Source: an optimization exercise on an open RTL-to-GDS flow (aim: small area, a short achievable clock period and few clock cycles per item). Production flows keep margins and buffers that such runs may drop.
The RTL was checked by simulation tests, not by an equivalence proof against the original design.

==> 12-10 <==
// rational_arithmetic_unit
module rational_arithmetic_unit (
  input  logic        clk_i,
  input  logic        rst_ni,
  input  logic        in_valid,
  output logic        in_ready,
  input  logic [2:0]  in_func,
  input  logic [31:0] in_left_numerator,
  input  logic [31:0] in_left_denominator,
  input  logic [31:0] in_right_numerator,
  input  logic [31:0] in_right_denominator,
  output logic        out_valid,
  input  logic        out_ready,
  output logic [31:0] out_result_numerator,
  output logic [30:0] out_result_denominator,
  output logic        out_is_equal,
  output logic [1:0]  out_status
);
  rau_back u_back (
    .clk_i      (clk_i),
    .rst_ni     (rst_ni),
    .in_valid_i (in_valid),
    .in_ready_o (in_ready),
    .func_i     (in_func),
    .ln_i       (in_left_numerator),
    .ld_i       (in_left_denominator),
    .rn_i       (in_right_numerator),
    .rd_i       (in_right_denominator),
    .out_valid_o(out_valid),
    .out_ready_i(out_ready),
    .num_o      (out_result_numerator),
    .den_o      (out_result_denominator),
    .eq_o       (out_is_equal),
    .status_o   (out_status)
  );
endmodule
make LEC_CHECK=0 CAP_MARGIN=20 CORE_MARGIN=2 CORE_UTILIZATION=40 PLACE_DENSITY=0.6 SETUP_SLACK_MARGIN=5 SLEW_MARGIN=20 finish   # period 12.0 ns
run.sh (not shown) runs the stock make flow with config.mk's settings and CLKGATE_MAP_FILE= SYNTH_SCRIPT=/design/flow/synth_recipe.tcl, a recipe that flattens the netlist after the stock synthesis.
==> 07-01 (differences from 12-10) <==
--- a/flow/design.v
+++ b/flow/design.v
@@ -12,32 +12,39 @@
   localparam logic [1:0] ST_OVERFLOW = 2'd3;
 endpackage
 module rau_gcd (
   input  logic [63:0] v_i,
   output logic [6:0]  lz_o
 );
-  logic [15:0] z4;
-  logic [1:0]  c4 [16];
-  for (genvar g = 0; g < 16; g++) begin : g_l4
-    logic [3:0] n;
-    assign n      = v_i[4*g+3:4*g];
-    assign z4[g]  = (n == 4'd0);
-    assign c4[g]  = n[3] ? 2'd0 : n[2] ? 2'd1 : n[1] ? 2'd2 : 2'd3;
-  end
-  logic [3:0] z16;
-  logic [3:0] c16 [4];
-  for (genvar g = 0; g < 4; g++) begin : g_l16
-    assign z16[g] = &z4[4*g+3:4*g];
-    assign c16[g] = !z4[4*g+3] ? {2'd0, c4[4*g+3]} :
-                    !z4[4*g+2] ? {2'd1, c4[4*g+2]} :
-                    !z4[4*g+1] ? {2'd2, c4[4*g+1]} : {2'd3, c4[4*g]};
-  end
-  assign lz_o = !z16[3] ? {3'd0, c16[3]} :
-                !z16[2] ? {3'd1, c16[2]} :
-                !z16[1] ? {3'd2, c16[1]} :
-                !z16[0] ? {3'd3, c16[0]} : 7'd64;
+  logic [31:0] v1;
+  logic [31:0] c1;
+  for (genvar g = 0; g < 32; g++) begin : g1
+    assign v1[g] = v_i[2*g+1] | v_i[2*g];
+    assign c1[g] = ~v_i[2*g+1];
+  end
+  logic [15:0] v2; logic [1:0] c2 [16];
+  for (genvar g = 0; g < 16; g++) begin : g2
+    assign v2[g] = v1[2*g+1] | v1[2*g];
+    assign c2[g] = v1[2*g+1] ? {1'b0, c1[2*g+1]} : {1'b1, c1[2*g]};
+  end
+  logic [7:0] v3; logic [2:0] c3 [8];
+  for (genvar g = 0; g < 8; g++) begin : g3
+    assign v3[g] = v2[2*g+1] | v2[2*g];
+    assign c3[g] = v2[2*g+1] ? {1'b0, c2[2*g+1]} : {1'b1, c2[2*g]};
+  end
+  logic [3:0] v4; logic [3:0] c4 [4];
+  for (genvar g = 0; g < 4; g++) begin : g4
+    assign v4[g] = v3[2*g+1] | v3[2*g];
+    assign c4[g] = v3[2*g+1] ? {1'b0, c3[2*g+1]} : {1'b1, c3[2*g]};
+  end
+  logic [1:0] v5; logic [4:0] c5 [2];
+  for (genvar g = 0; g < 2; g++) begin : g5
+    assign v5[g] = v4[2*g+1] | v4[2*g];
+    assign c5[g] = v4[2*g+1] ? {1'b0, c4[2*g+1]} : {1'b1, c4[2*g]};
+  end
+  assign lz_o = !(v5[1] | v5[0]) ? 7'd64 : v5[1] ? {2'b00, c5[1]} : {2'b01, c5[0]};
 endmodule
 module rau_back (
   input  logic        clk_i,
   input  logic        rst_ni,
   input  logic        in_valid_i,
   output logic        in_ready_o,
@@ -52,16 +59,17 @@
   output logic [30:0] den_o,
   output logic        eq_o,
   output logic [1:0]  status_o
 );
   logic        s_idle_q, s_early_q, s_mul_q, s_comb_q, s_i1_q, s_i2_q, s_align_q, s_quot_q;
   logic        f_mul_q, f_div_q, f_md_q, f_mdn_q, f_eq_q, f_neg_q, f_sub_q, f_as_q;
-  logic        sa_q, sb_q, fa_q, fb_q, fc_q, add_q, rneg_q, nfirst_q;
-  logic        sticky_q, ov_q, eq_q, last_q, mlast_q;
+  logic        sa_q, sb_q, fa_q, fb_q, fc_q, rneg_q, nfirst_q;
+  logic        sticky_q, ov_q, eq_q, last_q, mlast_q, zero_q;
   logic [1:0]  status_q, pst_q;
   logic [5:0]  cnt_q;
+  logic [3:0]  jm1_q;
   logic [6:0]  z1_q;
   logic [5:0]  bud_q;
   logic        pb1_q, pb2_q;
   logic [31:0] ra_q, rb_q;
   logic [34:0] h1_q, h2_q, h3_q;
   logic [31:0] l1_q, l2_q, l3_q;
@@ -71,12 +79,14 @@
   assign ld_s = ld_i[31];
   assign rn_s = rn_i[31];
   assign rd_s = rd_i[31];
   logic       early, in_neg;
   logic [1:0] early_st;
   assign in_neg = (func_i == rau_pkg::FUNC_NEG);
+  logic in_add;
+  assign in_add = (func_i[2:1] == 2'b00) && ((ln_s ^ ld_s) == (rn_s ^ rd_s ^ func_i[0]));
   always_comb begin
     early    = 1'b1;
     early_st = rau_pkg::ST_OK;
     if (func_i > rau_pkg::FUNC_EQ) begin
       early_st = rau_pkg::ST_OK;
     end else if (ld_i == '0 || (!in_neg && rd_i == '0)) begin
@@ -84,12 +94,30 @@
     end else if (func_i == rau_pkg::FUNC_DIV && rn_i == '0) begin
       early_st = rau_pkg::ST_DIV_ZERO;
     end else begin
       early = 1'b0;
     end
   end
+  function automatic logic [14:0] sig_pairs(input logic [31:0] y);
+    logic [30:0] d;
+    d = y[30:0] ^ {31{y[31]}};
+    for (int k = 0; k < 15; k++) sig_pairs[k] = d[2*k+1] | d[2*k+2];
+  endfunction
+  logic [31:0] mult1_in, mult2_in;
+  logic [14:0] sp;
+  logic [3:0]  jm1_in;
+  assign mult1_in = in_neg ? 32'd1 : (func_i == rau_pkg::FUNC_DIV) ? rn_i : rd_i;
+  assign mult2_in = in_neg ? 32'd1 : (func_i == rau_pkg::FUNC_DIV) ? rd_i : rn_i;
+  assign sp       = sig_pairs(rn_i) | sig_pairs(rd_i);
+  always_comb begin
+    jm1_in = 4'd0;
+    for (int k = 0; k < 15; k++) begin
+      if (sp[k]) jm1_in = 4'(k + 1);
+    end
+    if (in_neg) jm1_in = 4'd0;
+  end
   logic [31:0] m1, m2;
   logic [34:0] s1, s2, s3;
   function automatic logic [35:0] booth_pp(input logic [31:0] m, input logic [2:0] dg,
                                            input logic flip);
     logic [34:0] v;
     logic        n;
@@ -103,12 +131,16 @@
   endfunction
   function automatic logic [34:0] booth_add(input logic [34:0] h, input logic [35:0] pp);
     logic [35:0] t;
     t = {h, 1'b1} + pp;
     booth_add = t[35:1];
   endfunction
+  logic [31:0] lmask;
+  always_comb begin
+    for (int i = 0; i < 16; i++) lmask[2*i +: 2] = {2{({1'b0, 4'(i)} + {1'b0, jm1_q}) >= 5'd15}};
+  end
   assign m1  = f_mdn_q ? rb_q : ra_q;
   assign m2  = f_mdn_q ? ra_q : rb_q;
   assign s1  = booth_add(h1_q, booth_pp(m1, {l1_q[1:0], pb1_q}, fa_q));
   logic [64:0] a_v;
   logic [63:0] b_v;
   logic [65:0] addsub;
@@ -119,16 +151,18 @@
   logic [33:0] tsum, ssum;
   logic [33:0] xt_n, xs_n;
   logic        t_fit, s_fit, xt_fit, xs_fit;
   logic        b_zero, ovf, done;
   assign a_v = {h1_q[32:0], l1_q};
   assign b_v = {h2_q[31:0], l2_q};
-  assign addsub = {1'b0, a_v} + ({2'b00, b_v} ^ {66{!add_q}}) + {65'd0, !add_q};
+  logic [65:0] b66;
+  assign b66    = {h2_q[33:32], b_v};
+  assign addsub = {1'b0, a_v} + ~b66 + 66'd1;
   assign qb   = ~addsub[65];
   logic selq;
-  assign selq = (qb | add_q) & !(s_i1_q | s_i2_q);
+  assign selq = qb & !(s_i1_q | s_i2_q);
   assign asel = selq ? addsub[64:0] : a_v;
   rau_gcd u_lzb (.v_i(b_v), .lz_o(zb));
   assign bsh = b_v << zb[5:0];
   logic [35:0] pp2, pp3;
   logic [35:0] topa, topb, sopa, sopb;
   logic [35:0] tsum36, ssum36;
@@ -171,21 +205,23 @@
   assign ovf    = sticky_q || !t_fit || !s_fit || (!b_zero && (zb >= {1'b0, bud_q}));
   assign done   = ovf || b_zero;
   logic [6:0] kd;
   assign kd   = zb - z1_q;
   logic [6:0] kk;
   assign kk   = nfirst_q ? kd : 7'd0 - kd;
-  assign in_ready_o  = s_idle_q;
+  logic acc;
+  assign acc         = s_idle_q | (s_early_q & !ov_q) | (s_comb_q & f_eq_q & !ov_q);
+  assign in_ready_o  = acc;
   assign out_valid_o = ov_q;
-  assign num_o       = t_q;
-  assign den_o       = s_q[30:0];
+  assign num_o       = t_q & {32{!zero_q}};
+  assign den_o       = s_q[30:0] & {31{!zero_q}};
   assign eq_o        = eq_q;
   assign status_o    = status_q;
   logic comb_go, comb_fin, comb_swap, i1_zero, align_fin, fin, quot_exit;
-  assign comb_go   = s_comb_q & !ov_q & !f_eq_q & (!f_as_q | add_q | qb);
-  assign comb_swap = s_comb_q & !ov_q & f_as_q & !add_q & !qb;
+  assign comb_go   = s_comb_q & !ov_q & !f_eq_q & (!f_as_q | qb);
+  assign comb_swap = s_comb_q & !ov_q & f_as_q & !qb;
   assign comb_fin  = s_comb_q & !ov_q & f_eq_q;
   assign i1_zero   = s_i1_q & !ov_q & b_zero;
   assign align_fin = s_align_q & done;
   assign fin       = (s_early_q & !ov_q) | comb_fin | align_fin | i1_zero;
   assign quot_exit = s_quot_q & (last_q | sticky_q | !xt_fit | !xs_fit);
   always_ff @(posedge clk_i or negedge rst_ni) begin
@@ -199,17 +235,12 @@
       s_align_q <= 1'b0;
       s_quot_q  <= 1'b0;
       ov_q      <= 1'b0;
     end else begin
       if (out_ready_i) ov_q <= 1'b0;
       if (fin) ov_q <= 1'b1;
-      if (s_idle_q && in_valid_i) begin
-        s_idle_q  <= 1'b0;
-        s_early_q <= early;
-        s_mul_q   <= !early;
-      end
       if (s_early_q && !ov_q) begin
         s_early_q <= 1'b0;
         s_idle_q  <= 1'b1;
       end
       if (s_mul_q && mlast_q) begin
         s_mul_q  <= 1'b0;
@@ -239,16 +270,22 @@
         s_quot_q  <= !done;
       end
       if (quot_exit) begin
         s_quot_q  <= 1'b0;
         s_align_q <= 1'b1;
       end
+      if (acc && in_valid_i) begin
+        s_idle_q  <= 1'b0;
+        s_comb_q  <= 1'b0;
+        s_early_q <= early;
+        s_mul_q   <= !early;
+      end
     end
   end
   always_ff @(posedge clk_i) begin
-    if (s_idle_q) begin
+    if (acc) begin
       f_mul_q  <= (func_i == rau_pkg::FUNC_MUL);
       f_div_q  <= (func_i == rau_pkg::FUNC_DIV);
       f_md_q   <= (func_i[2:1] == 2'b01);
       f_mdn_q  <= (func_i[2:1] == 2'b01) || in_neg;
       rneg_q   <= in_neg ? ~(ln_s ^ ld_s) : (ln_s ^ ld_s ^ rn_s ^ rd_s);
       f_eq_q   <= (func_i == rau_pkg::FUNC_EQ);
@@ -257,77 +294,76 @@
       f_as_q   <= (func_i[2:1] == 2'b00);
       sa_q     <= ln_s ^ ld_s;
       sb_q     <= rn_s ^ rd_s;
       fa_q     <= in_neg ? ld_s : (func_i[2:1] == 2'b01) ? (ld_s ^ ((func_i == rau_pkg::FUNC_DIV) ? rn_s : rd_s))
                                                         : (ln_s ^ rd_s);
       fb_q     <= in_neg ? ln_s : (func_i[2:1] == 2'b01) ? (ln_s ^ ((func_i == rau_pkg::FUNC_DIV) ? rd_s : rn_s))
-                                                        : (ld_s ^ rn_s);
+                                                        : (ld_s ^ rn_s ^ in_add);
       fc_q     <= ld_s ^ rd_s;
-      add_q    <= 1'b0;
       pst_q    <= early_st;
       sticky_q <= 1'b0;
       cnt_q    <= '0;
       pb1_q    <= 1'b0;
       pb2_q    <= 1'b0;
       h1_q     <= '0;
       h2_q     <= '0;
       h3_q     <= '0;
       ra_q     <= ln_i;
       rb_q     <= ld_i;
       l3_q     <= '0;
-      l1_q     <= in_neg ? 32'd1 : (func_i == rau_pkg::FUNC_DIV) ? rn_i : rd_i;
-      l2_q     <= in_neg ? 32'd1 : (func_i == rau_pkg::FUNC_DIV) ? rd_i : rn_i;
-      mlast_q  <= in_neg;
+      l1_q     <= mult1_in;
+      l2_q     <= mult2_in;
+      jm1_q    <= jm1_in;
+      mlast_q  <= (jm1_in == 4'd0);
     end
     if (fin) begin
       status_q <= s_early_q ? pst_q : (align_fin && ovf) ? rau_pkg::ST_OVERFLOW : rau_pkg::ST_OK;
-      eq_q     <= comb_fin && (addsub[63:0] == '0) && (sa_q == sb_q || a_v == '0);
-      if (!s_align_q) begin
+      eq_q     <= comb_fin && (a_v[63:0] == b_v) && (sa_q == sb_q || a_v == '0);
+      zero_q <= !(i1_zero || (align_fin && !ovf));
+      if (i1_zero) begin
         t_q <= '0;
-        s_q <= i1_zero ? 32'd1 : '0;
+        s_q <= 32'd1;
       end
     end
     if (s_mul_q) begin
       cnt_q   <= cnt_q + 6'd1;
-      mlast_q <= (cnt_q == 6'd14);
+      mlast_q <= (cnt_q[3:0] + 4'd1 == jm1_q);
       h1_q    <= {{2{s1[34]}}, s1[34:2]};
       h2_q    <= {{2{s2[34]}}, s2[34:2]};
       h3_q    <= {{2{s3[34]}}, s3[34:2]};
-      l1_q    <= {s1[1:0], l1_q[31:2]};
-      l2_q    <= {s2[1:0], l2_q[31:2]};
+      l1_q    <= {s1[1:0], l1_q[31:2]} & (mlast_q ? lmask : '1);
+      l2_q    <= {s2[1:0], l2_q[31:2]} & (mlast_q ? lmask : '1);
       l3_q    <= {s3[1:0], l3_q[31:2]};
       pb1_q   <= l1_q[1];
       pb2_q   <= l2_q[1];
-      if (mlast_q) add_q <= f_as_q && (sa_q == (sb_q ^ f_sub_q));
     end
     if (comb_go) begin
-      {h2_q[31:0], l2_q} <= asel[63:0];
+      {h2_q[33:0], l2_q} <= {2'b00, asel[63:0]};
       {h1_q[32:0], l1_q} <= {1'b0, h3_q[31:0], l3_q};
       rneg_q <= sa_q;
-      add_q  <= 1'b0;
     end
     if (comb_swap) begin
       {h1_q[32:0], l1_q} <= {1'b0, b_v};
-      {h2_q[31:0], l2_q} <= asel[63:0];
+      {h2_q[33:0], l2_q} <= {2'b00, asel[63:0]};
       sa_q <= sb_q ^ f_sub_q;
       sb_q <= sa_q ^ f_sub_q;
     end
     if (s_i1_q && !ov_q) begin
       {h1_q[32:0], l1_q} <= {1'b0, bsh};
-      {h2_q[31:0], l2_q} <= asel[63:0];
+      {h2_q[33:0], l2_q} <= {2'b00, asel[63:0]};
       z1_q <= zb;
       nfirst_q <= !qb;
     end
     if (s_i2_q) begin
       if (nfirst_q) begin
-        {h2_q[31:0], l2_q} <= bsh;
+        {h2_q[33:0], l2_q} <= {2'b00, bsh};
         cnt_q  <= kd[5:0];
         last_q <= (kd[5:0] == 6'd0);
       end else begin
         {h1_q[32:0], l1_q} <= {1'b0, bsh};
-        {h2_q[31:0], l2_q} <= asel[63:0];
+        {h2_q[33:0], l2_q} <= {2'b00, asel[63:0]};
         cnt_q  <= 6'd0 - kd[5:0];
         last_q <= (kd[5:0] == 6'd0);
       end
       bud_q <= 6'd32 - kk[5:0];
       if (kk[6] || kk[5]) sticky_q <= 1'b1;
       ra_q <= nfirst_q ? 32'd0 : rneg_q ? '1 : 32'd1;
@@ -336,18 +372,18 @@
       s_q  <= nfirst_q ? 32'd0 : 32'd1;
       l3_q <= '0;
       h3_q <= '0;
     end
     if (s_align_q) begin
       ra_q <= t_q;
-      t_q  <= ovf ? '0 : tsum[31:0];
+      t_q  <= tsum[31:0];
       rb_q <= s_q;
-      s_q  <= ovf ? '0 : ssum[31:0];
+      s_q  <= ssum[31:0];
       l3_q <= '0;
       h3_q <= '0;
-      {h2_q[31:0], l2_q} <= bsh;
+      {h2_q[33:0], l2_q} <= {2'b00, bsh};
       cnt_q  <= zb[5:0];
       last_q <= (zb[5:0] == 6'd0);
       bud_q  <= bud_q - zb[5:0];
     end
     if (s_quot_q) begin
       l3_q <= xt_n[31:0];
@@ -356,13 +392,13 @@
       if (!last_q) begin
         {h1_q[32:0], l1_q} <= {asel[63:0], 1'b0};
         cnt_q  <= cnt_q - 6'd1;
         last_q <= (cnt_q == 6'd1);
       end else begin
         {h1_q[32:0], l1_q} <= {1'b0, b_v};
-        {h2_q[31:0], l2_q} <= asel[63:0];
+        {h2_q[33:0], l2_q} <= {2'b00, asel[63:0]};
       end
     end
   end
 endmodule
 module rational_arithmetic_unit (
   input  logic        clk_i,
==> flow/flow/run.sh (new file) <==
#!/bin/bash
# The standard layout, with repair_timing asked for extra setup slack so
# that the design is sized for a shorter clock than the 12 ns constraint.
set -o pipefail
bash standard.sh SETUP_SLACK_MARGIN=7 finish > flow_standard.log 2>&1
==> flow/standard.sh (new file) <==
#!/bin/bash
# synth_recipe.tcl (not shown) runs the flow's synth.tcl, then flattens the netlist and writes it again
# the make line also repeats each setting of config.mk as NAME=value (left out here)
make -C /OpenROAD-flow-scripts/flow DESIGN_CONFIG=/design/flow/config.mk WORK_HOME=/design/flow/orfs CLKGATE_MAP_FILE= SYNTH_SCRIPT=/design/flow/synth_recipe.tcl "${@:-finish}"
Settings changed: SETUP_SLACK_MARGIN 5 to default.
removed: flow/run.sh
==> 04-06 (differences from 12-10) <==
--- a/flow/design.v
+++ b/flow/design.v
@@ -53,15 +53,16 @@
   output logic        eq_o,
   output logic [1:0]  status_o
 );
   logic        s_idle_q, s_early_q, s_mul_q, s_comb_q, s_i1_q, s_i2_q, s_align_q, s_quot_q;
   logic        f_mul_q, f_div_q, f_md_q, f_mdn_q, f_eq_q, f_neg_q, f_sub_q, f_as_q;
   logic        sa_q, sb_q, fa_q, fb_q, fc_q, add_q, rneg_q, nfirst_q;
-  logic        sticky_q, ov_q, eq_q, last_q, mlast_q;
+  logic        sticky_q, ov_q, eq_q, last_q, mlast_q, zero_q;
   logic [1:0]  status_q, pst_q;
   logic [5:0]  cnt_q;
+  logic [3:0]  jm1_q;
   logic [6:0]  z1_q;
   logic [5:0]  bud_q;
   logic        pb1_q, pb2_q;
   logic [31:0] ra_q, rb_q;
   logic [34:0] h1_q, h2_q, h3_q;
   logic [31:0] l1_q, l2_q, l3_q;
@@ -84,12 +85,30 @@
     end else if (func_i == rau_pkg::FUNC_DIV && rn_i == '0) begin
       early_st = rau_pkg::ST_DIV_ZERO;
     end else begin
       early = 1'b0;
     end
   end
+  function automatic logic [14:0] sig_pairs(input logic [31:0] y);
+    logic [30:0] d;
+    d = y[30:0] ^ {31{y[31]}};
+    for (int k = 0; k < 15; k++) sig_pairs[k] = d[2*k+1] | d[2*k+2];
+  endfunction
+  logic [31:0] mult1_in, mult2_in;
+  logic [14:0] sp;
+  logic [3:0]  jm1_in;
+  assign mult1_in = in_neg ? 32'd1 : (func_i == rau_pkg::FUNC_DIV) ? rn_i : rd_i;
+  assign mult2_in = in_neg ? 32'd1 : (func_i == rau_pkg::FUNC_DIV) ? rd_i : rn_i;
+  assign sp       = sig_pairs(rn_i) | sig_pairs(rd_i);
+  always_comb begin
+    jm1_in = 4'd0;
+    for (int k = 0; k < 15; k++) begin
+      if (sp[k]) jm1_in = 4'(k + 1);
+    end
+    if (in_neg) jm1_in = 4'd0;
+  end
   logic [31:0] m1, m2;
   logic [34:0] s1, s2, s3;
   function automatic logic [35:0] booth_pp(input logic [31:0] m, input logic [2:0] dg,
                                            input logic flip);
     logic [34:0] v;
     logic        n;
@@ -103,12 +122,16 @@
   endfunction
   function automatic logic [34:0] booth_add(input logic [34:0] h, input logic [35:0] pp);
     logic [35:0] t;
     t = {h, 1'b1} + pp;
     booth_add = t[35:1];
   endfunction
+  logic [31:0] lmask;
+  always_comb begin
+    for (int i = 0; i < 16; i++) lmask[2*i +: 2] = {2{({1'b0, 4'(i)} + {1'b0, jm1_q}) >= 5'd15}};
+  end
   assign m1  = f_mdn_q ? rb_q : ra_q;
   assign m2  = f_mdn_q ? ra_q : rb_q;
   assign s1  = booth_add(h1_q, booth_pp(m1, {l1_q[1:0], pb1_q}, fa_q));
   logic [64:0] a_v;
   logic [63:0] b_v;
   logic [65:0] addsub;
@@ -122,13 +145,13 @@
   logic        b_zero, ovf, done;
   assign a_v = {h1_q[32:0], l1_q};
   assign b_v = {h2_q[31:0], l2_q};
   assign addsub = {1'b0, a_v} + ({2'b00, b_v} ^ {66{!add_q}}) + {65'd0, !add_q};
   assign qb   = ~addsub[65];
   logic selq;
-  assign selq = (qb | add_q) & !(s_i1_q | s_i2_q);
+  assign selq = qb & !(s_i1_q | s_i2_q);
   assign asel = selq ? addsub[64:0] : a_v;
   rau_gcd u_lzb (.v_i(b_v), .lz_o(zb));
   assign bsh = b_v << zb[5:0];
   logic [35:0] pp2, pp3;
   logic [35:0] topa, topb, sopa, sopb;
   logic [35:0] tsum36, ssum36;
@@ -171,16 +194,18 @@
   assign ovf    = sticky_q || !t_fit || !s_fit || (!b_zero && (zb >= {1'b0, bud_q}));
   assign done   = ovf || b_zero;
   logic [6:0] kd;
   assign kd   = zb - z1_q;
   logic [6:0] kk;
   assign kk   = nfirst_q ? kd : 7'd0 - kd;
-  assign in_ready_o  = s_idle_q;
+  logic acc;
+  assign acc         = s_idle_q | (s_early_q & !ov_q) | (s_comb_q & f_eq_q & !ov_q);
+  assign in_ready_o  = acc;
   assign out_valid_o = ov_q;
-  assign num_o       = t_q;
-  assign den_o       = s_q[30:0];
+  assign num_o       = t_q & {32{!zero_q}};
+  assign den_o       = s_q[30:0] & {31{!zero_q}};
   assign eq_o        = eq_q;
   assign status_o    = status_q;
   logic comb_go, comb_fin, comb_swap, i1_zero, align_fin, fin, quot_exit;
   assign comb_go   = s_comb_q & !ov_q & !f_eq_q & (!f_as_q | add_q | qb);
   assign comb_swap = s_comb_q & !ov_q & f_as_q & !add_q & !qb;
   assign comb_fin  = s_comb_q & !ov_q & f_eq_q;
@@ -199,17 +224,12 @@
       s_align_q <= 1'b0;
       s_quot_q  <= 1'b0;
       ov_q      <= 1'b0;
     end else begin
       if (out_ready_i) ov_q <= 1'b0;
       if (fin) ov_q <= 1'b1;
-      if (s_idle_q && in_valid_i) begin
-        s_idle_q  <= 1'b0;
-        s_early_q <= early;
-        s_mul_q   <= !early;
-      end
       if (s_early_q && !ov_q) begin
         s_early_q <= 1'b0;
         s_idle_q  <= 1'b1;
       end
       if (s_mul_q && mlast_q) begin
         s_mul_q  <= 1'b0;
@@ -239,16 +259,22 @@
         s_quot_q  <= !done;
       end
       if (quot_exit) begin
         s_quot_q  <= 1'b0;
         s_align_q <= 1'b1;
       end
+      if (acc && in_valid_i) begin
+        s_idle_q  <= 1'b0;
+        s_comb_q  <= 1'b0;
+        s_early_q <= early;
+        s_mul_q   <= !early;
+      end
     end
   end
   always_ff @(posedge clk_i) begin
-    if (s_idle_q) begin
+    if (acc) begin
       f_mul_q  <= (func_i == rau_pkg::FUNC_MUL);
       f_div_q  <= (func_i == rau_pkg::FUNC_DIV);
       f_md_q   <= (func_i[2:1] == 2'b01);
       f_mdn_q  <= (func_i[2:1] == 2'b01) || in_neg;
       rneg_q   <= in_neg ? ~(ln_s ^ ld_s) : (ln_s ^ ld_s ^ rn_s ^ rd_s);
       f_eq_q   <= (func_i == rau_pkg::FUNC_EQ);
@@ -271,32 +297,34 @@
       h1_q     <= '0;
       h2_q     <= '0;
       h3_q     <= '0;
       ra_q     <= ln_i;
       rb_q     <= ld_i;
       l3_q     <= '0;
-      l1_q     <= in_neg ? 32'd1 : (func_i == rau_pkg::FUNC_DIV) ? rn_i : rd_i;
-      l2_q     <= in_neg ? 32'd1 : (func_i == rau_pkg::FUNC_DIV) ? rd_i : rn_i;
-      mlast_q  <= in_neg;
+      l1_q     <= mult1_in;
+      l2_q     <= mult2_in;
+      jm1_q    <= jm1_in;
+      mlast_q  <= (jm1_in == 4'd0);
     end
     if (fin) begin
       status_q <= s_early_q ? pst_q : (align_fin && ovf) ? rau_pkg::ST_OVERFLOW : rau_pkg::ST_OK;
       eq_q     <= comb_fin && (addsub[63:0] == '0) && (sa_q == sb_q || a_v == '0);
-      if (!s_align_q) begin
+      zero_q <= !(i1_zero || (align_fin && !ovf));
+      if (i1_zero) begin
         t_q <= '0;
-        s_q <= i1_zero ? 32'd1 : '0;
+        s_q <= 32'd1;
       end
     end
     if (s_mul_q) begin
       cnt_q   <= cnt_q + 6'd1;
-      mlast_q <= (cnt_q == 6'd14);
+      mlast_q <= (cnt_q[3:0] + 4'd1 == jm1_q);
       h1_q    <= {{2{s1[34]}}, s1[34:2]};
       h2_q    <= {{2{s2[34]}}, s2[34:2]};
       h3_q    <= {{2{s3[34]}}, s3[34:2]};
-      l1_q    <= {s1[1:0], l1_q[31:2]};
-      l2_q    <= {s2[1:0], l2_q[31:2]};
+      l1_q    <= {s1[1:0], l1_q[31:2]} & (mlast_q ? lmask : '1);
+      l2_q    <= {s2[1:0], l2_q[31:2]} & (mlast_q ? lmask : '1);
       l3_q    <= {s3[1:0], l3_q[31:2]};
       pb1_q   <= l1_q[1];
       pb2_q   <= l2_q[1];
       if (mlast_q) add_q <= f_as_q && (sa_q == (sb_q ^ f_sub_q));
     end
     if (comb_go) begin
@@ -336,15 +364,15 @@
       s_q  <= nfirst_q ? 32'd0 : 32'd1;
       l3_q <= '0;
       h3_q <= '0;
     end
     if (s_align_q) begin
       ra_q <= t_q;
-      t_q  <= ovf ? '0 : tsum[31:0];
+      t_q  <= tsum[31:0];
       rb_q <= s_q;
-      s_q  <= ovf ? '0 : ssum[31:0];
+      s_q  <= ssum[31:0];
       l3_q <= '0;
       h3_q <= '0;
       {h2_q[31:0], l2_q} <= bsh;
       cnt_q  <= zb[5:0];
       last_q <= (zb[5:0] == 6'd0);
       bud_q  <= bud_q - zb[5:0];
==> flow/flow/run.sh (new file) <==
#!/bin/bash
# The standard layout, with repair_timing asked for extra setup slack so
# that the design is sized for a shorter clock than the 12 ns constraint.
set -o pipefail
bash standard.sh SETUP_SLACK_MARGIN=6.5 finish > flow_standard.log 2>&1
==> flow/standard.sh (new file) <==
#!/bin/bash
# synth_recipe.tcl (not shown) runs the flow's synth.tcl, then flattens the netlist and writes it again
# the make line also repeats each setting of config.mk as NAME=value (left out here)
make -C /OpenROAD-flow-scripts/flow DESIGN_CONFIG=/design/flow/config.mk WORK_HOME=/design/flow/orfs CLKGATE_MAP_FILE= SYNTH_SCRIPT=/design/flow/synth_recipe.tcl "${@:-finish}"
Settings changed: SETUP_SLACK_MARGIN 5 to default.
removed: flow/run.sh
==> comparison <==
Clock-buffer cell count: 07-01 < 04-06 < 12-10.
Of 07-01 and 12-10, 12-10 has the higher global-route usage (gap 5.1 points).
Synthesized cell count, lowest first: 12-10, 04-06, 07-01.
The highest flip-flop and latch count belongs to 07-01, the lowest to 12-10.
Between 12-10 and 04-06, the lower utilization is in 12-10 (gap 0.59 points).
04-06 ran to the end with no violations. 07-01 completed with no timing, DRC or antenna violations. 12-10 produced a clean layout.
The lowest via count belongs to 04-06, the highest to 07-01.
In 07-01 the first-iteration DRC count is larger than in 12-10, by about 28%.
Final area, highest first: 07-01, 04-06, 12-10.
Testbench counts of 12-10, summed over its fixed seeds: cycles 63,558, items 1,280.
Testbench counts of 07-01, summed over its fixed seeds: cycles 60,459, items 1,280.
Testbench counts of 04-06, summed over its fixed seeds: cycles 60,459, items 1,280.

-- afterwards: timing with drivers on the ports --
How much do the figures lean on ideal ports? The routed layouts below were timed once more, with nothing changed but the port constraints.
Step 1, drivers: a clkbuf_16 drives clk_i and a buf_2 each remaining input, both assumed.
Step 2 moves the port delays by t, midway between the first and last clock arrival at a register: inputs arrive t later, outputs are due t later. That takes back most of the time a late clock gives input paths.
a / b / c = no drivers / after step 1 / after step 2; a / b = the first two.
run | t, ns | setup slack, ns | worst register clock-pin slew, ns | worst slew at a driven data input, ns | pins driven straight from the clock port
12-10 | 0.722 | 4.946 / 4.946 / 4.946 | 0.07 / 0.07 | 0.06 | 1
07-01 | 0.704 | 6.814 / 6.814 / 6.465 | 0.07 / 0.07 | 0.07 | 1
04-06 | 0.700 | 6.421 / 6.421 / 6.118 | 0.07 / 0.07 | 0.07 | 1
After both steps setup and hold are still met in every run listed. For 07-01, which loses most, drivers alone change the setup slack by 0.000 ns; drivers and shift together by -0.349 ns.
